Source: an optimization exercise on an open RTL-to-GDS flow (aim: small area). Production flows keep margins and buffers that such runs may drop. At most, simulation tests tie the RTL to the original design; equivalence was not proved. For run 5, only the layout was checked, not whether the RTL still works. Power and IR drop assume default switching activity.

==> design/flow/flow/run.sh <==
#!/bin/bash
# Standard layout (the standard.sh: standard synthesis and ORFS steps) with these changes:
#  - constant outputs share one tie cell per value instead of one tie cell per port
#  - CTS inserts no dummy loads, and uses smaller clock buffers in larger sink clusters
#  - port buffers are the smallest buffer
set -euo pipefail
export SKIP_REPAIR_TIE_FANOUT=1
export CTS_ARGS="-sink_clustering_enable -repair_clock_nets -dont_use_dummy_load -buf_list {sky130_fd_sc_hd__clkbuf_4 sky130_fd_sc_hd__clkbuf_8} -sink_clustering_size 18 -sink_clustering_max_diameter 80"
export BUFFER_PORTS_ARGS="-buffer_cell sky130_fd_sc_hd__buf_1"
bash standard.sh > flow_make.log 2>&1
==> design/flow/standard.sh <==
#!/bin/bash
# synth_recipe.tcl (not shown) runs the flow's synth.tcl, then flattens the netlist and writes it again
# the make line also repeats each setting of config.mk as NAME=value (left out here)
make -C /OpenROAD-flow-scripts/flow DESIGN_CONFIG=/design/flow/config.mk WORK_HOME=/design/flow/orfs CLKGATE_MAP_FILE= SYNTH_SCRIPT=/design/flow/synth_recipe.tcl "${@:-finish}"
==> design/flow/config.mk <==
export PLATFORM = sky130hd
export DESIGN_NAME = calc_top
export DESIGN_NICKNAME = calc_top
export VERILOG_FILES = /design/flow/design.v
export SDC_FILE = /design/flow/constraint.sdc
export NUM_CORES = 4
export LEC_CHECK = 0
export CAP_MARGIN = 20
export CORE_MARGIN = 2
export CORE_UTILIZATION = 40
export SLEW_MARGIN = 20
==> design/flow/constraint.sdc <==
create_clock -name core_clock -period 10.0 [get_ports {PB1}]
set_input_delay 2.0000 -clock core_clock [delete_from_list [all_inputs] [get_ports {PB1}]]
set_output_delay 2.0000 -clock core_clock [all_outputs]
set_load 0.01 [all_outputs]
==> design/flow/design.v <==
package calc_pkg;
	typedef enum logic [2:0] {
		OP_WRITE       = 3'd0,
		OP_READ        = 3'd1,
		OP_READ2       = 3'd2,
		OP_WRITE_READ  = 3'd3,
		OP_WRITE_READ2 = 3'd4,
		OP_LESS        = 3'd5,
		OP_XOR         = 3'd6,
		OP_SHIFT       = 3'd7
	} calc_op_e;
	typedef logic [16-1:0] calc_word_t;
	typedef logic [5-1:0] calc_addr_t;
	typedef union packed {
		logic [16*8-1:0]     flat;
		logic [0:16-1][7:0] chars;
	} lcd_line_u;
endpackage
`timescale 1ns/1ns
module calc_top (
	input  logic                        PB1,
	input  logic                        reset,
	input  logic                        cmd_load,
	input  logic                        step,
	input  logic                        hold,
	input  logic [4-1:0]    nibble,
	output logic [16*8-1:0] line_top,
	output logic [16*8-1:0] line_bottom,
	output logic                        line_valid
);
	localparam logic [3:0] ACT_NONE  = 4'd0;
	localparam logic [3:0] ACT_A_HI  = 4'd1;
	localparam logic [3:0] ACT_A_LO  = 4'd2;
	localparam logic [3:0] ACT_B_HI  = 4'd3;
	localparam logic [3:0] ACT_B_LO  = 4'd4;
	localparam logic [3:0] ACT_W_HI  = 4'd5;
	localparam logic [3:0] ACT_W_LO  = 4'd6;
	localparam logic [3:0] ACT_DATA  = 4'd7;
	localparam logic [3:0] ACT_SHAMT = 4'd8;
	localparam logic [3:0] ACT_WRITE = 4'd9;
	localparam logic [3:0] ACT_SHOW  = 4'd10;
	logic [2:0]  op;
	logic [3:0]  count;
	logic        step_q;
	logic        step_evt;
	logic [3:0]  act;
	logic        wr_en;
	logic        show;
	logic [4:0]  rd_addr_a;
	logic [4:0]  rd_addr_b;
	logic [4:0]  wr_addr;
	logic [15:0] entry_data;
	logic [3:0]  shift_amt;
	logic [4:0]  port_addr;
	logic [15:0] port;
	logic [15:0] wr_word;
	logic [15:0] top_bits;
	logic [15:0] bot_bits;
	logic        shown;
	logic        top_word;
	wire op_two  = (op == calc_pkg::OP_READ2) || (op == calc_pkg::OP_WRITE_READ2);
	wire op_one  = (op == calc_pkg::OP_READ) || (op == calc_pkg::OP_WRITE_READ);
	wire need_b  = op_two || (op == calc_pkg::OP_LESS) || (op == calc_pkg::OP_XOR);
	assign step_evt = step & ~step_q & ~hold & ~cmd_load;
	always_comb begin
		act = ACT_NONE;
		case (op)
			calc_pkg::OP_WRITE: begin
				case (count)
					4'd1:                   act = ACT_W_HI;
					4'd2:                   act = ACT_W_LO;
					4'd3, 4'd4, 4'd5, 4'd6: act = ACT_DATA;
					4'd7:                   act = ACT_WRITE;
					4'd8:                   act = ACT_SHOW;
					default:                act = ACT_NONE;
				endcase
			end
			calc_pkg::OP_READ: begin
				case (count)
					4'd1:    act = ACT_A_HI;
					4'd2:    act = ACT_A_LO;
					4'd3:    act = ACT_SHOW;
					default: act = ACT_NONE;
				endcase
			end
			calc_pkg::OP_READ2: begin
				case (count)
					4'd1:    act = ACT_A_HI;
					4'd2:    act = ACT_A_LO;
					4'd3:    act = ACT_B_HI;
					4'd4:    act = ACT_B_LO;
					4'd5:    act = ACT_SHOW;
					default: act = ACT_NONE;
				endcase
			end
			calc_pkg::OP_WRITE_READ: begin
				case (count)
					4'd1:                   act = ACT_A_HI;
					4'd2:                   act = ACT_A_LO;
					4'd3:                   act = ACT_W_HI;
					4'd4:                   act = ACT_W_LO;
					4'd5, 4'd6, 4'd7, 4'd8: act = ACT_DATA;
					4'd9:                   act = ACT_WRITE;
					4'd10:                  act = ACT_SHOW;
					default:                act = ACT_NONE;
				endcase
			end
			calc_pkg::OP_WRITE_READ2: begin
				case (count)
					4'd1:                    act = ACT_A_HI;
					4'd2:                    act = ACT_A_LO;
					4'd3:                    act = ACT_B_HI;
					4'd4:                    act = ACT_B_LO;
					4'd5:                    act = ACT_W_HI;
					4'd6:                    act = ACT_W_LO;
					4'd7, 4'd8, 4'd9, 4'd10: act = ACT_DATA;
					4'd11:                   act = ACT_WRITE;
					4'd12:                   act = ACT_SHOW;
					default:                 act = ACT_NONE;
				endcase
			end
			calc_pkg::OP_LESS, calc_pkg::OP_XOR: begin
				case (count)
					4'd1:    act = ACT_A_HI;
					4'd2:    act = ACT_A_LO;
					4'd3:    act = ACT_B_HI;
					4'd4:    act = ACT_B_LO;
					4'd5:    act = ACT_W_HI;
					4'd6:    act = ACT_W_LO;
					4'd7:    act = ACT_WRITE;
					4'd8:    act = ACT_SHOW;
					default: act = ACT_NONE;
				endcase
			end
			calc_pkg::OP_SHIFT: begin
				case (count)
					4'd1:    act = ACT_A_HI;
					4'd2:    act = ACT_A_LO;
					4'd3:    act = ACT_W_HI;
					4'd4:    act = ACT_W_LO;
					4'd5:    act = ACT_SHAMT;
					4'd6:    act = ACT_WRITE;
					4'd7:    act = ACT_SHOW;
					default: act = ACT_NONE;
				endcase
			end
			default: act = ACT_NONE;
		endcase
	end
	always_ff @(posedge PB1) begin
		if (reset) begin
			op     <= calc_pkg::OP_WRITE;
			count  <= '0;
			step_q <= 1'b0;
			wr_en  <= 1'b0;
			show   <= 1'b0;
		end else begin
			step_q <= step;
			wr_en  <= step_evt && (act == ACT_WRITE);
			show   <= step_evt && (act == ACT_SHOW);
			if (cmd_load) begin
				op    <= nibble[2:0];
				count <= '0;
			end else if (hold) begin
				count <= '0;
			end else if (step_evt) begin
				count <= (act == ACT_SHOW) ? 4'd0 : count + 4'd1;
			end
		end
	end
	logic [16*32-1:0] ring;
	logic [4:0]  rot;
	logic        clr;
	logic [2:0]  clr_n;
	logic        pend;
	logic [4:0]  pend_addr;
	logic [4:0]  pend_slot;
	logic        pend_on;
	logic        zero_fill;
	logic [15:0] ins_data;
	logic [3:0]  ins_sel;
	assign zero_fill = reset || clr;
	assign pend_on   = pend || wr_en;
	assign pend_slot = pend_addr - rot;
	assign ins_data  = zero_fill ? 16'd0 : entry_data;
	always_comb begin
		for (int k = 0; k < 4; k++)
			ins_sel[k] = zero_fill || (pend_on && pend_slot == 5'(8*k + 1));
	end
	always_ff @(posedge PB1) begin
		for (int s = 0; s < 32; s++) begin
			if (s % 8 == 0 && ins_sel[s/8])
				ring[16*s +: 16] <= ins_data;
			else
				ring[16*s +: 16] <= ring[16*((s+1) % 32) +: 16];
		end
	end
	always_ff @(posedge PB1) begin
		if (reset) begin
			rot   <= '0;
			clr   <= 1'b1;
			clr_n <= '0;
			pend  <= 1'b0;
		end else begin
			rot <= rot + 5'd1;
			if (clr) begin
				clr_n <= clr_n + 3'd1;
				if (clr_n == 3'd6) clr <= 1'b0;
			end
			pend <= pend_on && (ins_sel == 4'd0);
		end
	end
	logic        a_ok, b_ok;
	logic [15:0] a_word, b_word;
	logic [4:0]  look_addr;
	logic [4:0]  look_slot;
	logic        look_fwd;
	logic        tap_hit;
	logic [15:0] tap_word;
	logic        got;
	logic [15:0] got_word;
	wire         look_b = a_ok && need_b;
	assign look_addr = look_b ? rd_addr_b : rd_addr_a;
	assign look_slot = look_addr - rot;
	always_comb begin
		tap_hit  = 1'b0;
		tap_word = ring[15:0];
		for (int t = 0; t < 11; t++) begin
			if (look_slot == 5'(3*t)) begin
				tap_hit  = 1'b1;
				tap_word = ring[16*3*t +: 16];
			end
		end
	end
	assign look_fwd = pend_on && (pend_addr == look_addr);
	assign got      = clr || look_fwd || tap_hit;
	assign got_word = clr ? 16'd0 : (look_fwd ? entry_data : tap_word);
	wire a_step = step_evt && (act == ACT_A_HI || act == ACT_A_LO);
	wire b_step = step_evt && (act == ACT_B_HI || act == ACT_B_LO);
	always_ff @(posedge PB1) begin
		if (reset || a_step) begin
			a_ok <= 1'b0;
		end else if (!a_ok && got) begin
			a_ok   <= 1'b1;
			a_word <= got_word;
		end
		if (reset || b_step) begin
			b_ok <= 1'b0;
		end else if (look_b && !b_ok && got) begin
			b_ok   <= 1'b1;
			b_word <= got_word;
		end
	end
	always_comb begin
		case (op)
			calc_pkg::OP_LESS:  wr_word = {15'd0, $signed(a_word) < $signed(b_word)};
			calc_pkg::OP_XOR:   wr_word = a_word ^ b_word;
			default:            wr_word = a_word >> shift_amt;
		endcase
	end
	always_ff @(posedge PB1) begin
		if (step_evt) begin
			case (act)
				ACT_A_HI:  rd_addr_a[4:1] <= nibble;
				ACT_A_LO:  rd_addr_a[0] <= nibble[0];
				ACT_B_HI:  rd_addr_b[4:1] <= nibble;
				ACT_B_LO:  rd_addr_b[0] <= nibble[0];
				ACT_W_HI:  wr_addr[4:1] <= nibble;
				ACT_W_LO:  wr_addr[0] <= nibble[0];
				ACT_SHAMT: shift_amt <= nibble;
				default:   ;
			endcase
		end
		if (step_evt && act == ACT_DATA)
			entry_data <= {entry_data[11:0], nibble};
		else if (step_evt && act == ACT_WRITE && (op == calc_pkg::OP_LESS || op == calc_pkg::OP_XOR || op == calc_pkg::OP_SHIFT))
			entry_data <= wr_word;
		if (step_evt && act == ACT_WRITE)
			pend_addr <= wr_addr;
	end
	wire a_is_w = (rd_addr_a == wr_addr);
	wire b_is_w = (rd_addr_b == wr_addr);
	always_ff @(posedge PB1) begin
		if (reset) begin
			top_bits   <= '0;
			bot_bits   <= '0;
			shown      <= 1'b0;
			top_word   <= 1'b0;
			line_valid <= 1'b0;
		end else begin
			line_valid <= show;
			if (show) begin
				shown    <= 1'b1;
				top_word <= op_two;
				case (op)
					calc_pkg::OP_READ: begin
						top_bits <= {rd_addr_a, 11'd0};
						bot_bits <= a_ok ? a_word : got_word;
					end
					calc_pkg::OP_READ2: begin
						top_bits <= a_word;
						bot_bits <= b_ok ? b_word : got_word;
					end
					calc_pkg::OP_WRITE_READ: begin
						top_bits <= {rd_addr_a, 11'd0};
						bot_bits <= a_is_w ? entry_data : a_word;
					end
					calc_pkg::OP_WRITE_READ2: begin
						top_bits <= a_is_w ? entry_data : a_word;
						bot_bits <= b_is_w ? entry_data : b_word;
					end
					default: begin
						top_bits <= {wr_addr, 11'd0};
						bot_bits <= entry_data;
					end
				endcase
			end
		end
	end
	always_comb begin
		for (int i = 0; i < 16; i++) begin
			line_top[127-8*i -: 8]    = {3'b001, (i < 5) ? shown : top_word, 3'b000, top_bits[15-i]};
			line_bottom[127-8*i -: 8] = {3'b001, shown, 3'b000, bot_bits[15-i]};
		end
	end
endmodule
==> results.tsv, run 1 <==
metric	value	unit
GRT Total Usage	19.9	%
Fill cells	5588	
Ys Warns	1	
Critical Path RT	10520	ps
setup TNS	0	ps
post-synthesis area per instance	10.9	um^2
peak supply drop	0.0899	mV
TritonCTS Buffers	45	
Residual DRC	0	
clock skew	90.6	ps
# IOs	266	
Final Setup Violations	0	
Cell Count, Final, Fillers Out	2733	
Startpoint Class	flop	
# diodes	0	
Final Max Tran Viols	0	
Arr. time, crit path	5940	ps
Hold Path Class	reg -> reg	
MaxCap Viol Count	0	
Die H	246	um
first-pass GRT wire length	91300	um
GP Congestion	0.897	
top-count cell post-synth	dfxtp_1	
leakage dissipation	8.96	nW
die width	246	um
top cells by area, synth	dfxtp_1, edfxtp_1, buf_4	
router iterations before antenna repair	8	
Crit. End Element	flop	
CTS HTree Levels	2	
clk buf depth	3	
routed len/inst	22.1	um
Power per Cell Area	180	mW/mm^2
Total Power	4.21	mW
vias per std cell	5.40	
Critical Path Fanout Max	23	
hold_buf cts	0	
storage element area	0.0139	mm^2
register area share after synthesis	59.0	%
clk root buf	clkbuf_8	
Core Box Area	0.0578	mm^2
Seq cells post-synth	656	
top post-synthesis cells by count	dfxtp_1, buf_4, nor2_1, a21oi_1, nand2_1	
crit path kind	reg -> reg	
final global-route overflow total	0	
Synth Cell Area	0.0235	mm^2
final WL	60500	um
cell count after synthesis	2156	
clock sink total	656	
initial DRC count	1045	
status	timing/DRC/antenna clean	
latest clock arrival within the worst-skew pair	680	ps
clock-pin slew on the worst setup and hold paths	110	ps
Starting Density	40.6	%
EDFF count, synth	72	
nets@finish	2017	
Routed Antenna Nets	0	
Syn Nets	2203	
Yosys top cell area share	49.8	%
Final Hold Vio Count	0	
pin count of the biggest net entering global routing	161	
share of cells above drive strength 1	6.20	%
via count	14800	
fin crit period	5420	ps
Setup Fix Bufs, Post-CTS	0	
Least-Margin Pin Slew	1200	ps
# rows	88	
CTS-repair resized insts	0	
Die ar.	0.0606	mm^2
Synth area leader	dfxtp_1	
DP Cell Count	2688	
synthesis-to-layout area growth	-0.314	%
area of the multi-input gates	0.00733	mm^2
RSZ-0062 raised after global routing	false	
Slew HR	20.0	%
fmax	185	MHz
number of antenna violations at the first check in global routing	0	
HPWL after detailed placement	42000	um
fin crit share	54.2	%
TritonCTS clock tree	yes	
post-synth cell types	94	
vias in the first global route	14500	
Synth Flop Type	dfxtp_1	
number of port buffers	73	
async set or reset register ratio after synthesis	0	%
==> flip-flops by register name, summed over array words and instances, names as in the netlist, 3 cells and up, named ones only <==
signal      cells
ring          512
a_word         16
b_word         16
bot_bits       16
entry_data     16
top_bits       16
pend_addr       5
rd_addr_a       5
rd_addr_b       5
rot             5
wr_addr         5
count           4
shift_amt       4
clr_n           3
op              3
==> critical path, stage by stage (launching register included) <==
cell and delay (ps):
dfxtp_1 830, and2_4 340, nor2_8 70, mux2i_1 160, ha_1 200, inv_1 70
fa_1 510, buf_4 310, nand2_1 170, a211oi_2 1010, o21ai_2 240, and3_1 460
o211ai_1 210, a21oi_1 70, o21a_1 300, a221o_1 340
==> cells in the final DEF, fill, tap and decap left out, types with 16 or more instances in the layout <==
cell type	instances
dfxtp_1	583
nor2_1	184
a21oi_1	147
nand2_1	114
mux2i_1	93
o21ai_0	90
edfxtp_1	72
buf_1	72
inv_1	52
clkbuf_8	45
ha_1	36
nand3_1	35
a211oi_1	34
o22ai_1	31
a22oi_1	30
nor3_1	23
buf_4	22
o21a_1	17
xnor2_1	17
o221ai_1	16
==> per-stage QoR <==
step                      instance area (um^2)  setup WS [ps]  hold slack (ps)  util, %
after floorplan                          23500           3800              310        -
after global placement                   22800           4530              310     39.4
after detailed placement                 22800           4450              312     39.4
after CTS                                23400           4430              277     40.5
after global routing                     23400           4150              269     40.5
final                                    23400           4580              268     40.5
==> routing by layer <==
metal  track usage, %  part of all wire, %
met1             26.5                   45
met4             6.04                  2.5
met2             33.1                   47
met5                0                    0
met3             3.08                  6.0
==> area by class of cell <==
class / instances / share of cell area, %
flip-flops and latches: 656 / 59.2
multi-input cells: 1119 / 31.3
well taps: 765 / 4.09
clock buffers: 45 / 2.65
repair buffers: 95 / 1.88
inverters: 53 / 0.850
==> final timing paths <==
check	from	to	slack (ps)	cells after the start
max reg2reg	op[0]	bot_bits[0]	4580	15
max	op[0]	bot_bits[0]	4580	15
min reg2reg	ring[60]	ring[44]	270	0
min	ring[60]	ring[44]	270	0
==> kinds of logic (layout without fill, tap and decap cells) <==
family | Yosys count | after routing | synth area share (%)
fa+ha+maj | 38 | 38 | 2.09
mux | 102 | 102 | 4.49
buf+inv | 381 | 193 | 9.90
other cells | 2 | 2 | 0.0320
flops | 656 | 656 | 59.0
simple gates | 454 | 454 | 9.14
compound gates | 490 | 490 | 14.0
xor+xnor | 33 | 33 | 1.29
==> power by group <==
group	total [mW]	switching, mW	internal (mW)
Sequential	2.69	0.0198	2.67
Clock	1.19	0.787	0.405
Combinational	0.328	0.234	0.0939
==> inputs of run 2 (changes only) <==
==> design/flow/flow/run.sh (replaced) <==
#!/bin/bash
# Standard layout (the standard.sh: standard synthesis and ORFS steps) with these changes:
#  - constant output ports share tie cells in groups of up to 8 (flow/split_ties.tcl)
#    instead of one tie cell per port
#  - CTS inserts no dummy loads, and uses smaller clock buffers in larger sink clusters
#  - port buffers are the smallest buffer
set -euo pipefail
export SKIP_REPAIR_TIE_FANOUT=1
export POST_FLOORPLAN_TCL="$PWD/flow/split_ties.tcl"
export CTS_ARGS="-sink_clustering_enable -repair_clock_nets -dont_use_dummy_load -buf_list {sky130_fd_sc_hd__clkbuf_4 sky130_fd_sc_hd__clkbuf_8} -sink_clustering_size 16 -sink_clustering_max_diameter 80"
export BUFFER_PORTS_ARGS="-buffer_cell sky130_fd_sc_hd__buf_1"
bash standard.sh > flow_make.log 2>&1
==> design/flow/flow/split_ties.tcl (new file) <==
# Run after floorplan (POST_FLOORPLAN_TCL). Synthesis leaves one tie cell per constant value;
# give every group of up to 8 constant output ports its own tie cell, so that no tie net is
# long, while not spending a tie cell on every port.
set group_size 8
set block [ord::get_db_block]
set made 0
foreach inst [$block getInsts] {
  set master [$inst getMaster]
  if {[$master getName] ne "sky130_fd_sc_hd__conb_1"} { continue }
  foreach iterm [$inst getITerms] {
    set pin [[$iterm getMTerm] getName]
    if {$pin ne "HI" && $pin ne "LO"} { continue }
    set net [$iterm getNet]
    if {$net eq "NULL"} { continue }
    set ports {}
    foreach bterm [$net getBTerms] { lappend ports [list [$bterm getName] $bterm] }
    # keep the first group on the existing tie, together with any cell loads
    set ports [lsort -dictionary -index 0 $ports]
    set n [llength $ports]
    for {set i $group_size} {$i < $n} {incr i $group_size} {
      set name "tie_split_${made}"
      set tie [odb::dbInst_create $block $master $name]
      set tnet [odb::dbNet_create $block "${name}_net"]
      [$tie findITerm $pin] connect $tnet
      foreach p [lrange $ports $i [expr {$i + $group_size - 1}]] {
        set bterm [lindex $p 1]
        $bterm disconnect
        $bterm connect $tnet
      }
      incr made
    }
  }
}
puts "split_ties: added $made tie cells"
==> run 2 against run 1 <==
Net effect: via count grew 0.52%; die area is the same; clock skew shrank 12 ps; non-clock buffer count is the same; synthesized cell count is the same; maximum frequency shrank 0.22%; final cell count grew 0.11%; core utilization grew 0.071 points; area after synthesis is the same; highest routed layer unchanged.
==> results.tsv, run 2 <==
metric	value	unit	change
status	timing/DRC/antenna clean		
largest register by flop count	ring		
Die H	246	um	unchanged
Arr. time, crit path	5890	ps	-50 ps
Fill cells	5582		-0.11%
Residual DRC	0		unchanged
Power per Cell Area	181	mW/mm^2	+0.45%
leakage dissipation	8.98	nW	+0.24%
GRT Total Usage	19.9	%	about the same
EDFF count, synth	72		unchanged
Slew HR	21.1	%	+1.1 points
clk root buf	clkbuf_8		
Routed Antenna Nets	0		unchanged
Synth area leader	dfxtp_1		
met2 wire length	28100	um	-1.1%
Final Hold Vio Count	0		unchanged
HPWL after detailed placement	42000	um	unchanged
register area share after synthesis	59.0	%	unchanged
Least-Margin Pin Slew	1180	ps	-16.1 ps
max reg flops	512		unchanged
routed len/inst	22.1	um	about the same
# IOs	266		unchanged
Core Box Area	0.0578	mm^2	unchanged
clk buf depth	3		unchanged
fin crit share	54.3	%	+0.12 points
most common cell after layout, fill and taps aside	dfxtp_1		
clock sink total	656		unchanged
post-synth cell types	94		unchanged
Critical Path RT	10460	ps	-60 ps
MaxCap Viol Count	0		unchanged
CTS HTree Levels	2		unchanged
via count	14800		+0.52%
Top Layer Used	met4		
hold depth	0		unchanged
# diodes	0		unchanged
nets@finish	2020		+0.15%
crit path kind	reg -> reg		
top-count cell post-synth	dfxtp_1		
final WL	60600	um	+0.13%
area of the multi-input gates	0.00733	mm^2	unchanged
Hold Path Class	reg -> reg		
met3 WL post-DR	3670	um	+1.6%
# rows	88		unchanged
CP cell instances	and2_4 > nor2_8 > mux2i_1 > ha_1 > inv_1 > fa_1 > xor2_1 > nor3_1 > nand4b_1 > o21ai_0 > a2111oi_0 > a2111oi_0 > nor2_1 > nor2_1		
Final Setup Violations	0		unchanged
Crit path largest cell delay	830	ps	-180 ps
Critical Path Fanout Max	23		unchanged
Crit. End Element	flop		
Startpoint Class	flop		
WP depth	14		-1
TritonCTS Buffers	48		+6.7%
Synth Flop Type	dfxtp_1		
Met1 Routed Length	26900	um	-0.28%
CTS-repair resized insts	0		unchanged
clock skew	79.1	ps	-11.5 ps
setup TNS	0	ps	unchanged
vias in the first global route	14500		+0.11%
latest clock arrival within the worst-skew pair	690	ps	about the same
commonest cells after routing, fill and taps aside	dfxtp_1, nor2_1, a21oi_1		
Die ar.	0.0606	mm^2	unchanged
synthesis-to-layout area growth	-0.139	%	
Syn Nets	2203		unchanged
share of cells above drive strength 1	6.34	%	+0.14 points
TritonCTS clock tree	yes		
async set or reset register ratio after synthesis	0	%	unchanged
RSZ-0062 raised after global routing	false		
Setup Fix Bufs, Post-CTS	0		unchanged
cell count after synthesis	2156		unchanged
hold_buf cts	0		unchanged
number of port buffers	73		unchanged
Starting Density	40.6	%	unchanged
peak supply drop	0.0909	mV	+1.1%
R2R depth	14		-1
Ys Warns	1		unchanged
final global-route overflow total	0		unchanged
vias per std cell	5.42		+0.41%
GP Congestion	0.897		unchanged
die width	246	um	unchanged
number of antenna violations at the first check in global routing	0		unchanged
fin crit period	5430	ps	+11.9 ps
top cells by area, synth	dfxtp_1, edfxtp_1, buf_4		
clock-pin slew on the worst setup and hold paths	110	ps	about the same
CP Buf/Inv Count	1		-1
top post-synthesis cells by count	dfxtp_1, buf_4, nor2_1, a21oi_1, nand2_1		
Synth Cell Area	0.0235	mm^2	unchanged
post-synthesis area per instance	10.9	um^2	unchanged
fin util	40.5	%	+0.071 points
storage element area	0.0139	mm^2	unchanged
Final Max Tran Viols	0		unchanged
Crit-path slowest cell	dfxtp_1		
router iterations before antenna repair	7		-1
initial DRC count	1090		+4.3%
pin count of the biggest net entering global routing	161		unchanged
CP delay by family, top	simple AND/OR/NAND/NOR gates		
fmax	184	MHz	-0.22%
Yosys top cell area share	49.8	%	unchanged
first-pass GRT wire length	91300	um	about the same
Seq cells post-synth	656		unchanged
==> run 2: cell counts after synthesis <==
Identical to the previous run, type by type.
==> run 2: stage by stage <==
stage          area (um^2)  worst slack (ps)  std cells  hold slack [ps]  total power, mW
3_3_place_gp         22800              4530       2688              310             3.07
5_1_grt              23400              4120       2736              253             4.40
3_5_place_dp         22800              4450       2688              312             3.07
6_report             23400              4570       2736              263             4.23
2_1_floorplan        23500              3800       2156              310             3.03
4_1_cts              23400              4450       2736              250             4.27
==> run 2: cells by family after synthesis <==
family	Yosys count	share of synthesized area, %
fa+ha+maj	38	2.09
flops	656	59.0
buf+inv	381	9.90
other cells	2	0.0320
mux	102	4.49
compound gates	490	14.0
simple gates	454	9.14
xor+xnor	33	1.29
==> run 2: path summary, 6_finish.rpt <==
check	startpoint	end	slack, ps
hold / removal	ring[460]	ring[444]	260
hold reg to reg	ring[460]	ring[444]	260
setup / recovery	op[0]	a_word[14]	4570
setup reg to reg	op[0]	a_word[14]	4570
==> run 2: layout make-up <==
cell class                 count  area share (%)
sequential                   656            59.1
multi-input combinational   1119            31.3
tap                          765            4.08
clock buffer                  48            2.82
timing repair buffer          95            1.88
inverter                      53           0.849
==> run 2: worst register-to-register path, stage by stage (launching register included) <==
cell,delay [ps]
dfxtp_1,830
and2_4,350
nor2_8,70
mux2i_1,170
ha_1,200
inv_1,70
fa_1,450
xor2_1,320
nor3_1,390
nand4b_1,810
o21ai_0,570
a2111oi_0,120
a2111oi_0,670
nor2_1,90
nor2_1,150
==> run 2: layer usage <==
layer | up-vias | track usage, %
li1 | 6901 | -
met2 | 578 | 32.8
met1 | 7229 | 26.5
met3 | 122 | 2.68
met5 | - | 0
met4 | 0 | 7.24
==> run 2: power breakdown <==
group          leakage [nW]  internal [mW]  switching [mW]  total (mW)
Clock                 0.345          0.430           0.789        1.22
Sequential             5.36           2.66          0.0198        2.68
Combinational          3.27         0.0939           0.234       0.328
Total                  8.98           3.19            1.04        4.23
==> inputs of run 3 (changes only) <==
==> design/flow/flow/split_ties.tcl (replaced) <==
# Run after floorplan (POST_FLOORPLAN_TCL). Synthesis leaves one tie cell per constant value;
# give every group of up to 8 loads of a tie net its own tie cell, so that no tie net is long,
# while not spending a tie cell on every constant output port.
set group_size 8
set block [ord::get_db_block]
set made 0
set ties {}
foreach inst [$block getInsts] {
  if {[[$inst getMaster] getName] eq "sky130_fd_sc_hd__conb_1"} { lappend ties $inst }
}
foreach inst $ties {
  set master [$inst getMaster]
  foreach iterm [$inst getITerms] {
    set pin [[$iterm getMTerm] getName]
    if {$pin ne "HI" && $pin ne "LO"} { continue }
    set net [$iterm getNet]
    if {$net eq "NULL"} { continue }
    set loads {}
    foreach it [$net getITerms] {
      if {[$it getInst] eq $inst} { continue }
      lappend loads [list "[[$it getInst] getName]/[[$it getMTerm] getName]" i $it]
    }
    foreach bt [$net getBTerms] { lappend loads [list [$bt getName] b $bt] }
    set loads [lsort -dictionary -index 0 $loads]
    set n [llength $loads]
    # the first group stays on the existing tie
    for {set i $group_size} {$i < $n} {incr i $group_size} {
      set name "tie_split_${made}"
      set tie [odb::dbInst_create $block $master $name]
      set tnet [odb::dbNet_create $block "${name}_net"]
      [$tie findITerm $pin] connect $tnet
      foreach l [lrange $loads $i [expr {$i + $group_size - 1}]] {
        set obj [lindex $l 2]
        $obj disconnect
        $obj connect $tnet
      }
      incr made
    }
  }
}
puts "split_ties: added $made tie cells"
--- a/design/flow/config.mk
+++ b/design/flow/config.mk
@@ -7,5 +7,5 @@
 export LEC_CHECK = 0
 export CAP_MARGIN = 20
 export CORE_MARGIN = 2
-export CORE_UTILIZATION = 40
+export CORE_UTILIZATION = 65
 export SLEW_MARGIN = 20
==> run 3 against run 2 <==
Net effect: sequential share of layout area up 0.74 points; final cell count down 10%; maximum frequency down 7.8%; sequential cell count unchanged; critical path type unchanged.
==> results.tsv, run 3 <==
metric	value	unit	change
clk root buf	clkbuf_8		
cell count after synthesis	2156		unchanged
number of port buffers	73		unchanged
Ys Warns	1		unchanged
Core Box Area	0.0356	mm^2	-38%
# diodes	0		unchanged
share of cells above drive strength 1	6.32	%	-0.023 points
DP Cell Count	2407		-10%
clock sink total	656		unchanged
status	timing/DRC/antenna clean		
CTS-repair resized insts	0		unchanged
post-placement cell area	0.0225	mm^2	-1.3%
most common cell after layout, fill and taps aside	dfxtp_1		
Power per Cell Area	182	mW/mm^2	+0.79%
GR Util met1	41.7	%	+15 points
largest register by flop count	ring		
GRT Total Usage	30.4	%	+11 points
first-pass GRT wire length	88400	um	-3.2%
top cells by area, synth	dfxtp_1, edfxtp_1, buf_4		
initial DRC count	1320		+21%
HPWL after detailed placement	40100	um	-4.5%
nets@finish	2043		+1.1%
Top Usage Layer GRT	met2		
Setup Fix Bufs, Post-CTS	0		unchanged
hold_buf cts	0		unchanged
Slew HR	23.7	%	+2.6 points
Yosys top cell area share	49.8	%	unchanged
routed len/inst	23.5	um	+6.0%
vias in the first global route	14600		+0.88%
number of antenna violations at the first check in global routing	1		+1
latest clock arrival within the worst-skew pair	640	ps	-50 ps
synthesis-to-layout area growth	-1.38	%	
peak supply drop	0.178	mV	+96%
Final Hold Vio Count	0		unchanged
# IOs	266		unchanged
Die H	194	um	-21%
clock-pin slew on the worst setup and hold paths	110	ps	about the same
RSZ-0062 raised after global routing	false		
hold_sp	ring[363]		
Synth Flop Type	dfxtp_1		
clk buf depth	3		unchanged
Crit. End Element	flop		
vias per std cell	6.12		+13%
Startpoint Class	flop		
Routed Antenna Nets	0		unchanged
Final Setup Violations	0		unchanged
CP Launch Point	op[0]		
Arr. time, crit path	6380	ps	+490 ps
TritonCTS clock tree	yes		
clock skew	60.8	ps	-18.2 ps
Residual DRC	0		unchanged
fin area	0.0231	mm^2	-1.2%
post-synthesis area per instance	10.9	um^2	unchanged
crit path kind	reg -> reg		
Critical Path Fanout Max	23		unchanged
fmax	170	MHz	-7.8%
met2 usage	49.1	%	+16 points
via count	15000		+1.4%
Synth Cell Area	0.0235	mm^2	unchanged
EDFF count, synth	72		unchanged
met3 GRT Util	4.63	%	+1.9 points
post-synth cell types	94		unchanged
pin count of the biggest net entering global routing	66		-59%
final global-route overflow total	0		unchanged
# rows	69		-22%
fin crit period	5890	ps	+460 ps
CTS HTree Levels	2		unchanged
MaxCap Viol Count	0		unchanged
Starting Density	66.0	%	+25 points
commonest cells after routing, fill and taps aside	dfxtp_1, nor2_1, a21oi_1		
Cell Count, Final, Fillers Out	2455		-10%
register area share after synthesis	59.0	%	unchanged
leakage dissipation	9.06	nW	+0.83%
fin crit share	58.9	%	+4.6 points
Synth area leader	dfxtp_1		
top post-synthesis cells by count	dfxtp_1, buf_4, nor2_1, a21oi_1, nand2_1		
fin util	65.1	%	+25 points
GP Congestion	0.917		+2.3%
die width	194	um	-21%
final WL	57600	um	-4.9%
TritonCTS Buffers	48		unchanged
Least-Margin Pin Slew	1150	ps	-36.1 ps
async set or reset register ratio after synthesis	0	%	unchanged
Final Max Tran Viols	0		unchanged
top-count cell post-synth	dfxtp_1		
r2r startpoint	op[0]		
Seq cells post-synth	656		unchanged
Hold Path Class	reg -> reg		
setup TNS	0	ps	unchanged
max reg flops	512		unchanged
Syn Nets	2203		unchanged
Critical Path RT	10480	ps	+20 ps
Die ar.	0.0376	mm^2	-38%
router iterations before antenna repair	6		-1
==> run 3: cell count changes in the layout (fill, tap and decap cells not counted) <==
| cell | change |
|---|---|
| nor2_1 | -1 |
| dfxtp_1 | +1 |
| nor4b_4 | -1 |
| nor3_2 | -1 |
| nor4b_2 | +1 |
| nor3_4 | +1 |
| buf_4 | +1 |
| dfxtp_2 | -1 |
| conb_1 | +22 |
| nor2_2 | +1 |
==> run 3: where the power goes <==
part / switching, mW / internal, mW / leakage, nW
clock: 0.772 / 0.430 / 0.345
sequential: 0.0167 / 2.66 / 5.36
combinational: 0.234 / 0.0941 / 3.35
==> run 3: routing by layer <==
metal | vias up | wire length [um]
met2 | 686 | 26500
met1 | 7267 | 24700
li1 | 6930 | -
met5 | - | 0
met3 | 153 | 4190
met4 | 0 | 2140
==> run 3: final timing paths <==
path | end | slack, ps | depth (start not counted)
setup reg to reg | b_word[14] | 4110 | 13
hold reg to reg | ring[347] | 270 | 0
hold / removal | ring[347] | 270 | 0
setup / recovery | b_word[14] | 4110 | 13
==> run 3: critical path, cell delays in order, from the launching register on <==
cell	delay, ps
dfxtp_1	850
and2_4	340
nor2_8	70
mux2i_1	160
ha_1	190
inv_1	60
fa_1	1220
nand2_1	240
a211oi_2	920
and3_1	490
a2111oi_0	130
a2111oi_0	810
nor2_1	90
nor2_1	160
==> run 3: per-stage QoR <==
step,hold WS (ps),total power [mW],setup WS (ps)
global route,263,4.35,3810
global placement,310,3.06,4440
floorplan,310,3.03,3800
finish,266,4.21,4110
CTS,270,4.22,4220
detailed placement,312,3.06,4270
==> run 3: layout make-up <==
| type | instances | area, um^2 |
|---|---|---|
| Timing Repair Buffer | 96 | 448 |
| Clock buffer | 48 | 661 |
| Inverter | 53 | 199 |
| Sequential cell | 656 | 13900 |
| Tap cell | 461 | 577 |
| Multi-Input combinational cell | 1141 | 7410 |
| Fill cell | 2795 | 12400 |
==> run 3: logic make-up (layout without fill, tap and decap cells) <==
logic type	count (synthesis)	in the layout	share of synthesized area (%)
flip-flops	656	656	59.0
multiplexers	102	102	4.49
buffers and inverters	381	197	9.90
other	2	24	0.0320
AND/OR/NAND/NOR	454	454	9.14
AO/OA/AOI/OAI	490	490	14.0
adder cells (fa/ha/maj)	38	38	2.09
XOR/XNOR	33	33	1.29
==> inputs of run 4 (changes only) <==
--- a/design/flow/config.mk
+++ b/design/flow/config.mk
@@ -7,5 +7,5 @@
 export LEC_CHECK = 0
 export CAP_MARGIN = 20
 export CORE_MARGIN = 2
-export CORE_UTILIZATION = 65
+export CORE_UTILIZATION = 40
 export SLEW_MARGIN = 20
==> run 4 against run 3 <==
Net effect: still clean; clock-buffer cell count did not move; via count fell by 1.2%; first-iteration DRC count fell by 5.6%; core utilization fell by 24 points; sequential share of layout area fell by 0.97 points; total power rose by 0.49%; area after synthesis did not move; synthesized cell count did not move; worst setup slack improved by 290 ps; sequential power barely moved; maximum frequency rose by 5.1%; critical path type unchanged; largest cell class unchanged; largest power group unchanged.
==> results.tsv, run 4 <==
metric	value	unit	change
Final Max Tran Viols	0		unchanged
clk buf depth	3		unchanged
clock sink total	656		unchanged
Least-Margin Pin Slew	1120	ps	-29.4 ps
clk root buf	clkbuf_8		
cell count after synthesis	2156		unchanged
final global-route overflow total	0		unchanged
MaxCap Viol Count	0		unchanged
fmax	178	MHz	+5.1%
most common cell after layout, fill and taps aside	dfxtp_1		
# IOs	266		unchanged
Die H	246	um	+27%
Final Hold Vio Count	0		unchanged
met2 usage	31.9	%	-17 points
net switching power	1.04	mW	+2.0%
post-route worst setup slack	4400	ps	+287 ps
# diodes	0		unchanged
Comb pwr share	7.9	%	about the same
Int Power	3.19	mW	about the same
status	timing/DRC/antenna clean		
max reg flops	512		unchanged
pin count of the biggest net entering global routing	66		unchanged
fin crit share	56.0	%	-2.9 points
Starting Density	40.6	%	-25 points
number of port buffers	73		unchanged
Flop pwr share	63.3	%	-0.4 points
Synth Flop Type	dfxtp_1		
async set or reset register ratio after synthesis	0	%	unchanged
nets@finish	2044		+0.049%
TritonCTS Buffers	48		unchanged
Critical Path Fanout Max	22		-4.3%
hold_buf cts	0		unchanged
setup TNS	0	ps	unchanged
GRT Total Usage	19.9	%	-11 points
post-synth cell types	94		unchanged
vias per std cell	5.38		-12%
commonest cells after routing, fill and taps aside	dfxtp_1, nor2_1, a21oi_1		
EDFF count, synth	72		unchanged
die width	246	um	+27%
Setup Fix Bufs, Post-CTS	0		unchanged
Syn Nets	2203		unchanged
RSZ-0062 raised after global routing	false		
Ys Warns	1		unchanged
TritonCTS clock tree	yes		
largest register by flop count	ring		
crit path kind	reg -> reg		
vias in the first global route	14300		-1.9%
top post-synthesis cells by count	dfxtp_1, buf_4, nor2_1, a21oi_1, nand2_1		
peak supply drop	0.113	mV	-37%
top-count cell post-synth	dfxtp_1		
# rows	88		+28%
Power per Cell Area	180	mW/mm^2	-1.1%
hold depth	0		unchanged
initial DRC count	1246		-5.6%
clock-pin slew on the worst setup and hold paths	100	ps	about the same
leakage dissipation	9.06	nW	about the same
Arr. time, crit path	6090	ps	-290 ps
Cell Count, Final, Fillers Out	2760		+12%
HPWL after detailed placement	42900	um	+6.9%
Critical Path RT	10480	ps	about the same
Startpoint Class	flop		
Synth Cell Area	0.0235	mm^2	unchanged
Hold Path Class	reg -> reg		
R2R depth	13		unchanged
final WL	60800	um	+5.6%
Fill cells	5589		+100%
reg2reg setup slack	4400	ps	+290 ps
Top Usage Layer GRT	met2		
Seq cells post-synth	656		unchanged
Yosys top cell area share	49.8	%	unchanged
number of antenna violations at the first check in global routing	2		+1
Slew HR	25.3	%	+1.7 points
Routed Antenna Nets	0		unchanged
GR Util met1	27.7	%	-14 points
clock skew	58.3	ps	-2.54 ps
latest clock arrival within the worst-skew pair	680	ps	+40 ps
routed len/inst	22.0	um	-6.1%
Final Setup Violations	0		unchanged
Residual DRC	0		unchanged
Crit. End Element	flop		
Synth area leader	dfxtp_1		
WHS	278	ps	+12.2 ps
met3 GRT Util	2.48	%	-2.1 points
GP Congestion	0.902		-1.6%
fin crit period	5600	ps	-287 ps
Clock power frac	28.8	%	+0.2 points
Core Box Area	0.0578	mm^2	+63%
via count	14900		-1.2%
Sw Ratio	24.7	%	+0.37 points
register area share after synthesis	59.0	%	unchanged
CTS-repair resized insts	0		unchanged
pre-CTS setup slack	4510	ps	+245 ps
DP Cell Count	2712		+13%
router iterations before antenna repair	5		-1
Die ar.	0.0606	mm^2	+61%
first-pass GRT wire length	91300	um	+3.3%
CTS HTree Levels	2		unchanged
top cells by area, synth	dfxtp_1, edfxtp_1, buf_4		
share of cells above drive strength 1	6.37	%	+0.047 points
synthesis-to-layout area growth	0.240	%	
post-synthesis area per instance	10.9	um^2	unchanged
[run 4: cell counts after synthesis]
Identical to the previous run, type by type.
[run 4: cell families after synthesis]
| group | after synthesis | synth area share [%] |
|---|---|---|
| buffers and inverters | 381 | 9.90 |
| and+or+nand+nor | 454 | 9.14 |
| muxes | 102 | 4.49 |
| other | 2 | 0.0320 |
| xor gates and xnor gates | 33 | 1.29 |
| adders and majority gates | 38 | 2.09 |
| DFF | 656 | 59.0 |
| AOI/OAI and AO/OA | 490 | 14.0 |
[run 4: worst max-delay path: stages, from the launching register on]
cell	delay, ps
dfxtp_1	770
o21ai_4	170
nor2_8	180
mux2i_1	210
ha_1	190
inv_1	60
fa_1	1170
nand2_1	230
a211oi_2	910
and3_1	490
a2111oi_0	120
a2111oi_0	720
nor2_1	90
nor2_1	140
[run 4: power by group through the flow]
| stage | logic, mW | registers, mW | clock network (mW) |
|---|---|---|---|
| finish | 0.332 | 2.68 | 1.22 |
| global route | 0.362 | 2.68 | 1.35 |
| CTS | 0.327 | 2.68 | 1.26 |
| detailed placement | 0.325 | 2.74 | 0 |
| global placement | 0.325 | 2.74 | 0 |
| floorplan | 0.296 | 2.73 | 0 |
[run 4: final cells by class]
| cell class | count | area (um^2) | area share, % |
|---|---|---|---|
| Sequential cell | 656 | 13900 | 58.9 |
| Multi-Input combinational cell | 1141 | 7400 | 31.5 |
| Tap cell | 765 | 957 | 4.07 |
| Clock buffer | 48 | 661 | 2.81 |
| Timing Repair Buffer | 97 | 455 | 1.94 |
| Inverter | 53 | 199 | 0.846 |
[run 4: metrics by stage]
step           power (mW)  utilization [%]  area (um^2)
6_report             4.23             40.7        23500
5_1_grt              4.39             40.7        23500
4_1_cts              4.27             40.7        23500
3_3_place_gp         3.07             39.6        22900
3_5_place_dp         3.07             39.6        22900
2_1_floorplan        3.03                -        23500
[run 4: final timing paths]
path | start | to
setup / recovery | op[1] | b_word[14]
hold / removal | ring[214] | ring[198]
setup reg to reg | op[1] | b_word[14]
hold reg to reg | ring[214] | ring[198]
[run 4: routing by layer]
metal	part of all wire [%]	wire, um
met5	0	0
met1	46	27900
met3	5.7	3440
met2	46	27700
met4	3.0	1810
==> inputs of run 5 (changes only) <==
--- a/design/flow/design.v
+++ b/design/flow/design.v
@@ -28,22 +28,10 @@
 	output logic [16*8-1:0] line_bottom,
 	output logic                        line_valid
 );
-	localparam logic [3:0] ACT_NONE  = 4'd0;
-	localparam logic [3:0] ACT_A_HI  = 4'd1;
-	localparam logic [3:0] ACT_A_LO  = 4'd2;
-	localparam logic [3:0] ACT_B_HI  = 4'd3;
-	localparam logic [3:0] ACT_B_LO  = 4'd4;
-	localparam logic [3:0] ACT_W_HI  = 4'd5;
-	localparam logic [3:0] ACT_W_LO  = 4'd6;
-	localparam logic [3:0] ACT_DATA  = 4'd7;
-	localparam logic [3:0] ACT_SHAMT = 4'd8;
-	localparam logic [3:0] ACT_WRITE = 4'd9;
-	localparam logic [3:0] ACT_SHOW  = 4'd10;
 	logic [2:0]  op;
 	logic [3:0]  count;
 	logic        step_q;
 	logic        step_evt;
-	logic [3:0]  act;
 	logic        wr_en;
 	logic        show;
 	logic [4:0]  rd_addr_a;
@@ -62,91 +50,31 @@
 	wire op_one  = (op == calc_pkg::OP_READ) || (op == calc_pkg::OP_WRITE_READ);
 	wire need_b  = op_two || (op == calc_pkg::OP_LESS) || (op == calc_pkg::OP_XOR);
 	assign step_evt = step & ~step_q & ~hold & ~cmd_load;
-	always_comb begin
-		act = ACT_NONE;
-		case (op)
-			calc_pkg::OP_WRITE: begin
-				case (count)
-					4'd1:                   act = ACT_W_HI;
-					4'd2:                   act = ACT_W_LO;
-					4'd3, 4'd4, 4'd5, 4'd6: act = ACT_DATA;
-					4'd7:                   act = ACT_WRITE;
-					4'd8:                   act = ACT_SHOW;
-					default:                act = ACT_NONE;
-				endcase
-			end
-			calc_pkg::OP_READ: begin
-				case (count)
-					4'd1:    act = ACT_A_HI;
-					4'd2:    act = ACT_A_LO;
-					4'd3:    act = ACT_SHOW;
-					default: act = ACT_NONE;
-				endcase
-			end
-			calc_pkg::OP_READ2: begin
-				case (count)
-					4'd1:    act = ACT_A_HI;
-					4'd2:    act = ACT_A_LO;
-					4'd3:    act = ACT_B_HI;
-					4'd4:    act = ACT_B_LO;
-					4'd5:    act = ACT_SHOW;
-					default: act = ACT_NONE;
-				endcase
-			end
-			calc_pkg::OP_WRITE_READ: begin
-				case (count)
-					4'd1:                   act = ACT_A_HI;
-					4'd2:                   act = ACT_A_LO;
-					4'd3:                   act = ACT_W_HI;
-					4'd4:                   act = ACT_W_LO;
-					4'd5, 4'd6, 4'd7, 4'd8: act = ACT_DATA;
-					4'd9:                   act = ACT_WRITE;
-					4'd10:                  act = ACT_SHOW;
-					default:                act = ACT_NONE;
-				endcase
-			end
-			calc_pkg::OP_WRITE_READ2: begin
-				case (count)
-					4'd1:                    act = ACT_A_HI;
-					4'd2:                    act = ACT_A_LO;
-					4'd3:                    act = ACT_B_HI;
-					4'd4:                    act = ACT_B_LO;
-					4'd5:                    act = ACT_W_HI;
-					4'd6:                    act = ACT_W_LO;
-					4'd7, 4'd8, 4'd9, 4'd10: act = ACT_DATA;
-					4'd11:                   act = ACT_WRITE;
-					4'd12:                   act = ACT_SHOW;
-					default:                 act = ACT_NONE;
-				endcase
-			end
-			calc_pkg::OP_LESS, calc_pkg::OP_XOR: begin
-				case (count)
-					4'd1:    act = ACT_A_HI;
-					4'd2:    act = ACT_A_LO;
-					4'd3:    act = ACT_B_HI;
-					4'd4:    act = ACT_B_LO;
-					4'd5:    act = ACT_W_HI;
-					4'd6:    act = ACT_W_LO;
-					4'd7:    act = ACT_WRITE;
-					4'd8:    act = ACT_SHOW;
-					default: act = ACT_NONE;
-				endcase
-			end
-			calc_pkg::OP_SHIFT: begin
-				case (count)
-					4'd1:    act = ACT_A_HI;
-					4'd2:    act = ACT_A_LO;
-					4'd3:    act = ACT_W_HI;
-					4'd4:    act = ACT_W_LO;
-					4'd5:    act = ACT_SHAMT;
-					4'd6:    act = ACT_WRITE;
-					4'd7:    act = ACT_SHOW;
-					default: act = ACT_NONE;
-				endcase
-			end
-			default: act = ACT_NONE;
-		endcase
-	end
+	wire op_w   = (op == calc_pkg::OP_WRITE);
+	wire op_r   = (op == calc_pkg::OP_READ);
+	wire op_r2  = (op == calc_pkg::OP_READ2);
+	wire op_wr  = (op == calc_pkg::OP_WRITE_READ);
+	wire op_wr2 = (op == calc_pkg::OP_WRITE_READ2);
+	wire op_lx  = (op == calc_pkg::OP_LESS) || (op == calc_pkg::OP_XOR);
+	wire op_sh  = (op == calc_pkg::OP_SHIFT);
+	wire has_b  = op_r2 || op_wr2 || op_lx;
+	wire do_a_hi  = !op_w && count == 4'd1;
+	wire do_a_lo  = !op_w && count == 4'd2;
+	wire do_b_hi  = has_b && count == 4'd3;
+	wire do_b_lo  = has_b && count == 4'd4;
+	wire do_w_hi  = (op_w && count == 4'd1) || ((op_wr || op_sh) && count == 4'd3) ||
+	                ((op_wr2 || op_lx) && count == 4'd5);
+	wire do_w_lo  = (op_w && count == 4'd2) || ((op_wr || op_sh) && count == 4'd4) ||
+	                ((op_wr2 || op_lx) && count == 4'd6);
+	wire do_data  = (op_w && count >= 4'd3 && count <= 4'd6) ||
+	                (op_wr && count >= 4'd5 && count <= 4'd8) ||
+	                (op_wr2 && count >= 4'd7 && count <= 4'd10);
+	wire do_shamt = op_sh && count == 4'd5;
+	wire do_write = ((op_w || op_lx) && count == 4'd7) || (op_wr && count == 4'd9) ||
+	                (op_wr2 && count == 4'd11) || (op_sh && count == 4'd6);
+	wire do_show  = ((op_w || op_lx) && count == 4'd8) || (op_r && count == 4'd3) ||
+	                (op_r2 && count == 4'd5) || (op_wr && count == 4'd10) ||
+	                (op_wr2 && count == 4'd12) || (op_sh && count == 4'd7);
 	always_ff @(posedge PB1) begin
 		if (reset) begin
 			op     <= calc_pkg::OP_WRITE;
@@ -156,15 +84,15 @@
 			show   <= 1'b0;
 		end else begin
 			step_q <= step;
-			wr_en  <= step_evt && (act == ACT_WRITE);
-			show   <= step_evt && (act == ACT_SHOW);
+			wr_en  <= step_evt && (do_write);
+			show   <= step_evt && (do_show);
 			if (cmd_load) begin
 				op    <= nibble[2:0];
 				count <= '0;
 			end else if (hold) begin
 				count <= '0;
 			end else if (step_evt) begin
-				count <= (act == ACT_SHOW) ? 4'd0 : count + 4'd1;
+				count <= (do_show) ? 4'd0 : count + 4'd1;
 			end
 		end
 	end
@@ -235,8 +163,8 @@
 	assign look_fwd = pend_on && (pend_addr == look_addr);
 	assign got      = clr || look_fwd || tap_hit;
 	assign got_word = clr ? 16'd0 : (look_fwd ? entry_data : tap_word);
-	wire a_step = step_evt && (act == ACT_A_HI || act == ACT_A_LO);
-	wire b_step = step_evt && (act == ACT_B_HI || act == ACT_B_LO);
+	wire a_step = step_evt && (do_a_hi || do_a_lo);
+	wire b_step = step_evt && (do_b_hi || do_b_lo);
 	always_ff @(posedge PB1) begin
 		if (reset || a_step) begin
 			a_ok <= 1'b0;
@@ -260,22 +188,19 @@
 	end
 	always_ff @(posedge PB1) begin
 		if (step_evt) begin
-			case (act)
-				ACT_A_HI:  rd_addr_a[4:1] <= nibble;
-				ACT_A_LO:  rd_addr_a[0] <= nibble[0];
-				ACT_B_HI:  rd_addr_b[4:1] <= nibble;
-				ACT_B_LO:  rd_addr_b[0] <= nibble[0];
-				ACT_W_HI:  wr_addr[4:1] <= nibble;
-				ACT_W_LO:  wr_addr[0] <= nibble[0];
-				ACT_SHAMT: shift_amt <= nibble;
-				default:   ;
-			endcase
-		end
-		if (step_evt && act == ACT_DATA)
+			if (do_a_hi)  rd_addr_a[4:1] <= nibble;
+			if (do_a_lo)  rd_addr_a[0] <= nibble[0];
+			if (do_b_hi)  rd_addr_b[4:1] <= nibble;
+			if (do_b_lo)  rd_addr_b[0] <= nibble[0];
+			if (do_w_hi)  wr_addr[4:1] <= nibble;
+			if (do_w_lo)  wr_addr[0] <= nibble[0];
+			if (do_shamt) shift_amt <= nibble;
+		end
+		if (step_evt && do_data)
 			entry_data <= {entry_data[11:0], nibble};
-		else if (step_evt && act == ACT_WRITE && (op == calc_pkg::OP_LESS || op == calc_pkg::OP_XOR || op == calc_pkg::OP_SHIFT))
+		else if (step_evt && do_write && (op == calc_pkg::OP_LESS || op == calc_pkg::OP_XOR || op == calc_pkg::OP_SHIFT))
 			entry_data <= wr_word;
-		if (step_evt && act == ACT_WRITE)
+		if (step_evt && do_write)
 			pend_addr <= wr_addr;
 	end
 	wire a_is_w = (rd_addr_a == wr_addr);
==> run 5 against run 4 <==
Net effect: worst setup slack worse by 430 ps; critical path depth up 1; sequential power down 2%; die area down 1.1%; maximum frequency down 7.1%.
==> results.tsv, run 5 <==
metric	value	unit	change
Crit path largest cell delay	850	ps	-320 ps
via count	14500		-2.2%
synthesis-to-layout area growth	0.0861	%	
Die ar.	0.0600	mm^2	-1.1%
Met1 Routed Length	26300	um	-5.6%
Startpoint Class	flop		
RSZ-0062 raised after global routing	false		
CP Buf/Inv Count	1		unchanged
Power per Cell Area	177	mW/mm^2	-1.6%
top-count cell post-synth	dfxtp_1		
Die H	245	um	-0.53%
hold depth	0		unchanged
Arr. time, crit path	6440	ps	+350 ps
number of antenna violations at the first check in global routing	3		+1
number of port buffers	73		unchanged
clk root buf	clkbuf_8		
Routed Antenna Nets	0		unchanged
TritonCTS Buffers	47		-2.1%
fin crit share	60.3	%	+4.3 points
clock-pin slew on the worst setup and hold paths	100	ps	about the same
GRT Total Usage	18.8	%	-1.0 points
largest register by flop count	ring		
MaxCap Viol Count	0		unchanged
Least-Margin Pin Slew	1120	ps	+8.15 ps
Top Layer Used	met5		
post-synthesis area per instance	10.7	um^2	-1.3%
routed len/inst	20.8	um	-5.7%
Starting Density	40.3	%	-0.29 points
setup TNS	0	ps	unchanged
GP Congestion	0.881		-2.3%
final WL	57200	um	-6.0%
status	timing/DRC/antenna clean		
cell count after synthesis	2161		+0.23%
peak supply drop	0.0749	mV	-34%
Seq cells post-synth	641		-2.3%
die width	245	um	-0.53%
CP cell instances	or2_2 > nand3_2 > mux2i_1 > ha_1 > inv_1 > fa_1 > nor2b_1 > nand2_1 > a21o_1 > nor3_4 > mux2_2 > o31ai_1 > o2111a_1 > nor4_1		
clk buf depth	3		unchanged
Slew HR	24.7	%	-0.68 points
Syn Nets	2204		+0.045%
register area share after synthesis	58.4	%	-0.65 points
latest clock arrival within the worst-skew pair	660	ps	-20 ps
share of cells above drive strength 1	5.89	%	-0.47 points
clock sink total	641		-2.3%
vias in the first global route	14100		-1.3%
Crit. End Element	flop		
clock skew	68.8	ps	+10.6 ps
Residual DRC	0		unchanged
Ys Warns	1		unchanged
Core Box Area	0.0576	mm^2	-0.38%
router iterations before antenna repair	7		+2
Yosys top cell area share	49.1	%	-0.75 points
Critical Path Fanout Max	29		+32%
crit path kind	reg -> reg		
fin util	40.4	%	-0.35 points
post-synth cell types	80		-15%
# rows	88		unchanged
CTS-repair resized insts	0		unchanged
CP delay by family, top	simple AND/OR/NAND/NOR gates		
EDFF count, synth	72		unchanged
Setup Fix Bufs, Post-CTS	0		unchanged
leakage dissipation	8.82	nW	-2.6%
commonest cells after routing, fill and taps aside	dfxtp_1, nor2_1, nand2_1		
Crit-path slowest cell	dfxtp_1		
fin crit period	6030	ps	+429 ps
Synth area leader	dfxtp_1		
TritonCTS clock tree	yes		
initial DRC count	1077		-14%
CTS HTree Levels	2		unchanged
async set or reset register ratio after synthesis	0	%	unchanged
Fill cells	5490		-1.8%
Final Max Tran Viols	0		unchanged
met3 WL post-DR	3610	um	+5.1%
Final Hold Vio Count	0		unchanged
# IOs	266		unchanged
Final Setup Violations	0		unchanged
top post-synthesis cells by count	dfxtp_1, buf_4, nor2_1, nand2_1, mux2i_1		
nets@finish	2031		-0.64%
most common cell after layout, fill and taps aside	dfxtp_1		
HPWL after detailed placement	41200	um	-3.9%
Critical Path RT	10400	ps	-80 ps
Synth Cell Area	0.0232	mm^2	-1.1%
top cells by area, synth	dfxtp_1, edfxtp_1, buf_4		
Synth Flop Type	dfxtp_1		
met2 wire length	25600	um	-7.7%
hold_buf cts	0		unchanged
final global-route overflow total	0		unchanged
first-pass GRT wire length	87000	um	-4.7%
R2R depth	14		+1
pin count of the biggest net entering global routing	66		unchanged
max reg flops	512		unchanged
WP depth	14		+1
Hold Path Class	reg -> reg		
vias per std cell	5.28		-1.9%
fmax	166	MHz	-7.1%
[run 5: cell count changes in the layout (fill, tap and decap cells not counted), moves of 14 or more]
| cell | change |
|---|---|
| nor4_1 | +14 |
| nor2_1 | +33 |
| inv_1 | +18 |
| a211oi_1 | -18 |
| a21oi_1 | -43 |
| nand3_1 | -21 |
| or4_1 | +26 |
| o31ai_1 | +39 |
| dfxtp_1 | -15 |
| o21ai_0 | -17 |
[run 5: layout make-up]
class                      instances  area (um^2)  share of cell area, %
multi-input combinational       1134         7380                   31.8
antenna                            1         2.50                 0.0108
timing repair buffer              94          433                   1.86
sequential                       641        13600                   58.3
clock buffer                      47          647                   2.78
tap                              765          957                   4.12
inverter                          70          263                   1.13
[run 5: power breakdown]
group          internal (mW)  switching, mW
combinational         0.0962          0.222
sequential              2.60         0.0173
clock                  0.422          0.754
total                   3.12          0.993
[run 5: kinds of logic after synthesis]
logic type,after synthesis,share of synthesized area [%]
fa+ha+maj,34,1.90
simple gates,492,10.0
compound gates,422,12.4
xor+xnor,34,1.28
flops,641,58.4
mux,128,5.69
buf+inv,408,10.3
other cells,2,0.0323
[run 5: worst register-to-register path: stages, from the launching register on]
cell and delay (ps):
dfxtp_1 850, or2_2 290, nand3_2 220, mux2i_1 270
ha_1 200, inv_1 60, fa_1 830, nor2b_1 390
nand2_1 550, a21o_1 390, nor3_4 690, mux2_2 310
o31ai_1 60, o2111a_1 310, nor4_1 400
[run 5: path summary, 6_finish.rpt]
path,start,to,slack [ps]
worst min-delay path,ring[353],ring[337],300
worst max register to register,op[2],a_word[5],3970
worst min register to register,ring[353],ring[337],300
worst max-delay path,op[2],a_word[5],3970
[run 5: metrics by stage]
step / hold slack (ps) / setup WS [ps] / cells / instance area [um^2] / total power [mW]
floorplan: 310 / 4730 / 2161 / 23200 / 2.96
global placement: 310 / 4230 / 2704 / 22600 / 2.98
detailed placement: 312 / 4010 / 2704 / 22600 / 2.99
CTS: 284 / 4020 / 2751 / 23200 / 4.15
global route: 294 / 3410 / 2752 / 23200 / 4.28
finish: 299 / 3970 / 2752 / 23200 / 4.11
[run 5: metal layers]
layer	vias to the layer above	global-route usage, %
met5	-	0
met4	2	5.88
met3	115	3.08
met2	587	30.4
met1	6965	25.8
li1	6858	-
==> inputs of run 6 (changes only) <==
--- a/design/flow/design.v
+++ b/design/flow/design.v
@@ -142,7 +142,6 @@
 	logic [15:0] a_word, b_word;
 	logic [4:0]  look_addr;
 	logic [4:0]  look_slot;
-	logic        look_fwd;
 	logic        tap_hit;
 	logic [15:0] tap_word;
 	logic        got;
@@ -160,24 +159,21 @@
 			end
 		end
 	end
-	assign look_fwd = pend_on && (pend_addr == look_addr);
-	assign got      = clr || look_fwd || tap_hit;
-	assign got_word = clr ? 16'd0 : (look_fwd ? entry_data : tap_word);
+	assign got      = clr || tap_hit;
+	assign got_word = clr ? 16'd0 : tap_word;
 	wire a_step = step_evt && (do_a_hi || do_a_lo);
 	wire b_step = step_evt && (do_b_hi || do_b_lo);
-	always_ff @(posedge PB1) begin
-		if (reset || a_step) begin
-			a_ok <= 1'b0;
-		end else if (!a_ok && got) begin
-			a_ok   <= 1'b1;
-			a_word <= got_word;
-		end
-		if (reset || b_step) begin
-			b_ok <= 1'b0;
-		end else if (look_b && !b_ok && got) begin
-			b_ok   <= 1'b1;
-			b_word <= got_word;
-		end
+	wire         b_hold = b_ok || !look_b;
+	wire [15:0]  a_next = a_ok ? a_word : got_word;
+	wire [15:0]  b_next = b_hold ? b_word : got_word;
+	wire upd   = wr_en || (pend && ins_sel != 4'd0);
+	wire a_upd = upd && (rd_addr_a == pend_addr);
+	wire b_upd = upd && (rd_addr_b == pend_addr);
+	always_ff @(posedge PB1) begin
+		a_word <= a_upd ? entry_data : a_next;
+		b_word <= b_upd ? entry_data : b_next;
+		a_ok   <= !(reset || a_step) && (a_ok || got);
+		b_ok   <= !(reset || b_step) && (b_ok || (look_b && got));
 	end
 	always_comb begin
 		case (op)
@@ -203,8 +199,6 @@
 		if (step_evt && do_write)
 			pend_addr <= wr_addr;
 	end
-	wire a_is_w = (rd_addr_a == wr_addr);
-	wire b_is_w = (rd_addr_b == wr_addr);
 	always_ff @(posedge PB1) begin
 		if (reset) begin
 			top_bits   <= '0;
@@ -217,28 +211,12 @@
 			if (show) begin
 				shown    <= 1'b1;
 				top_word <= op_two;
-				case (op)
-					calc_pkg::OP_READ: begin
-						top_bits <= {rd_addr_a, 11'd0};
-						bot_bits <= a_ok ? a_word : got_word;
-					end
-					calc_pkg::OP_READ2: begin
-						top_bits <= a_word;
-						bot_bits <= b_ok ? b_word : got_word;
-					end
-					calc_pkg::OP_WRITE_READ: begin
-						top_bits <= {rd_addr_a, 11'd0};
-						bot_bits <= a_is_w ? entry_data : a_word;
-					end
-					calc_pkg::OP_WRITE_READ2: begin
-						top_bits <= a_is_w ? entry_data : a_word;
-						bot_bits <= b_is_w ? entry_data : b_word;
-					end
-					default: begin
-						top_bits <= {wr_addr, 11'd0};
-						bot_bits <= entry_data;
-					end
-				endcase
+				if (op_two)      top_bits <= a_word;
+				else if (op_one) top_bits <= {rd_addr_a, 11'd0};
+				else             top_bits <= {wr_addr, 11'd0};
+				if (op_two)      bot_bits <= b_next;
+				else if (op_one) bot_bits <= a_next;
+				else             bot_bits <= entry_data;
 			end
 		end
 	end
==> run 6 against run 5 <==
Net effect: area after synthesis is 2.1% lower; final cell count is 2.8% lower; hold slack worse by 1.2 ps; critical path type unchanged; global-route usage is 0.54 points higher; cell area is 1.8% lower; sequential share of layout area is 0.33 points lower; die area is 2.0% lower; total power is 1.5% lower; critical path depth is 1 higher; still clean; first-iteration DRC count is 15% higher.
==> results.tsv, run 6 <==
metric	value	unit	change
status	timing/DRC/antenna clean		
most common cell after layout, fill and taps aside	dfxtp_1		
nets@finish	1964		-3.3%
Routed Antenna Nets	0		unchanged
routed len/inst	21.8	um	+4.8%
EDFF count, synth	40		-44%
Synth area leader	dfxtp_1		
pin count of the biggest net entering global routing	66		unchanged
Setup Fix Bufs, Post-CTS	0		unchanged
r2r startpoint	op[0]		
Final Hold Vio Count	0		unchanged
Least-Margin Pin Slew	1190	ps	+64.1 ps
CTS-repair resized insts	0		unchanged
GP Congestion	0.917		+4.1%
first-pass GRT wire length	87700	um	+0.71%
post-synthesis area per instance	10.9	um^2	+1.8%
setup TNS	0	ps	unchanged
# diodes	0		-1
post-route worst setup slack	3870	ps	-98.1 ps
TritonCTS clock tree	yes		
top-count cell post-synth	dfxtp_1		
latest clock arrival within the worst-skew pair	660	ps	about the same
fmax	163	MHz	-1.6%
Final Max Tran Viols	0		unchanged
crit path kind	reg -> reg		
Slew HR	20.3	%	-4.4 points
post-synth cell types	86		+7.5%
vias per std cell	5.39		+2.2%
pre-CTS setup slack	3950	ps	-62.4 ps
Arr. time, crit path	6680	ps	+240 ps
TritonCTS Buffers	47		unchanged
clock-pin slew on the worst setup and hold paths	100	ps	about the same
DP Cell Count	2628		-2.8%
number of port buffers	73		unchanged
final WL	58300	um	+1.9%
initial DRC count	1243		+15%
Syn Nets	2122		-3.7%
clk buf depth	3		unchanged
final global-route overflow total	0		unchanged
number of antenna violations at the first check in global routing	0		-3
hold_sp	ring[332]		
fin crit share	61.3	%	+0.98 points
fin crit period	6130	ps	+98.2 ps
peak supply drop	0.0765	mV	+2.2%
async set or reset register ratio after synthesis	0	%	unchanged
router iterations before antenna repair	8		+1
HPWL after detailed placement	40700	um	-1.3%
max reg flops	512		unchanged
Worst Hold End	ring[316]		
register area share after synthesis	58.2	%	-0.18 points
hold_buf cts	0		unchanged
Crit path largest cell delay	990	ps	+140 ps
vias in the first global route	14100		+0.021%
Startpoint Class	flop		
Die H	242	um	-1.0%
CTS HTree Levels	2		unchanged
cell count after synthesis	2079		-3.8%
RSZ-0062 raised after global routing	false		
hold depth	0		unchanged
Crit-path slowest cell	nor4_2		
Starting Density	40.4	%	+0.090 points
Hold Path Class	reg -> reg		
Critical Path Fanout Max	25		-14%
share of cells above drive strength 1	7.71	%	+1.8 points
R2R depth	15		+1
clock skew	59.1	ps	-9.76 ps
clk root buf	clkbuf_8		
Die ar.	0.0588	mm^2	-2.0%
Synth Cell Area	0.0227	mm^2	-2.1%
Cell Count, Final, Fillers Out	2675		-2.8%
top post-synthesis cells by count	dfxtp_1, buf_4, nor2_1, mux2i_1, nand2_1		
-- run 6: changes by cell type after synthesis, sizes merged, moves of 16 or more --
cell    delta
and3      +20
o21ai     -28
a31oi     +23
a21oi     -52
a32oi     +16
inv       -22
dfxtp     +32
edfxtp    -32
o31ai     -37
nor2      -19
or4       -23
nand3     +19
-- run 6: how the worst max path moves through the flow --
stage	to	slack, ps	cells past startpoint
final	b_word[10]	3870	15
after global routing	bot_bits[12]	3380	15
after CTS	b_word[10]	3980	15
after detailed placement	b_word[10]	3950	15
after global placement	b_word[7]	4130	15
after floorplan	entry_data[0]	5340	4
-- run 6: logic make-up (layout without fill, tap and decap cells) --
| group | after synthesis | after routing | synth area share (%) |
|---|---|---|---|
| other | 2 | 24 | 0.0330 |
| AO/OA/AOI/OAI | 377 | 377 | 12.5 |
| adder cells (fa/ha/maj) | 34 | 34 | 1.94 |
| multiplexers | 120 | 120 | 5.59 |
| buffers and inverters | 381 | 199 | 10.2 |
| AND/OR/NAND/NOR | 495 | 495 | 10.5 |
| flip-flops | 641 | 641 | 58.2 |
| XOR/XNOR | 29 | 29 | 1.15 |
-- run 6: per-layer routing --
layer / vias up / wire length (um) / GRT usage, %
met5: - / 0 / 0
met4: 0 / 1670 / 6.75
met3: 99 / 3780 / 3.33
met2: 565 / 26600 / 31.5
met1: 7053 / 26200 / 26.0
li1: 6709 / - / -
-- run 6: power breakdown --
group | total, mW | switching, mW | leakage, nW | internal [mW]
Clock | 1.20 | 0.775 | 0.338 | 0.422
Sequential | 2.59 | 0.00655 | 5.20 | 2.58
Combinational | 0.268 | 0.197 | 3.19 | 0.0715
Total | 4.05 | 0.978 | 8.73 | 3.07
-- run 6: area by class of cell --
class / instances / area [um^2]
well taps: 756 / 946
inverters: 48 / 180
flip-flops and latches: 641 / 13200
clock buffers: 47 / 647
fillers: 5361 / 33500
repair buffers: 104 / 508
multi-input cells: 1079 / 7300
-- run 6: worst max-delay path, delay by kind of cell, from the launching register on --
family,cells,cell delay (ps)
simple gates,6,2760
mux,1,230
fa+ha+maj,2,1020
buf+inv,1,50
compound gates,5,1110
flops,1,870
-- run 6: metrics by stage --
step           area, um^2  utilization, %  power, mW  hold slack [ps]
3_5_place_dp        22200            39.4       2.91              312
2_1_floorplan       22700               -       2.89              310
6_report            22800            40.5       4.05              298
4_1_cts             22800            40.5       4.08              309
5_1_grt             22800            40.5       4.20              308
3_3_place_gp        22200            39.4       2.90              310

afterwards: timing with drivers on the ports:
The flow's constraints put no driver on any port. The routed layouts listed below were extracted and timed again, unchanged, in two steps.
Step 1, drivers: a clkbuf_16 drives PB1 and a buf_2 each remaining input, both assumed.
Step 2, shift: input delay + t, output delay - t, t = (earliest + latest rising clock arrival at the registers) / 2. This alone moves slack from input paths to output paths.
Three values: ideal, step 1, step 2; two values: the first two.
run | t, ns | setup WS [ns]
run 1 | 0.691 | 4.581 / 4.581 / 4.581
run 2 | 0.695 | 4.569 / 4.569 / 4.569
run 3 | 0.664 | 4.109 / 4.109 / 4.109
run 4 | 0.701 | 4.396 / 4.396 / 4.396
run 5 | 0.682 | 3.967 / 3.967 / 3.967
run 6 | 0.684 | 3.868 / 3.868 / 3.868
After both steps setup and hold are still met in every run listed.
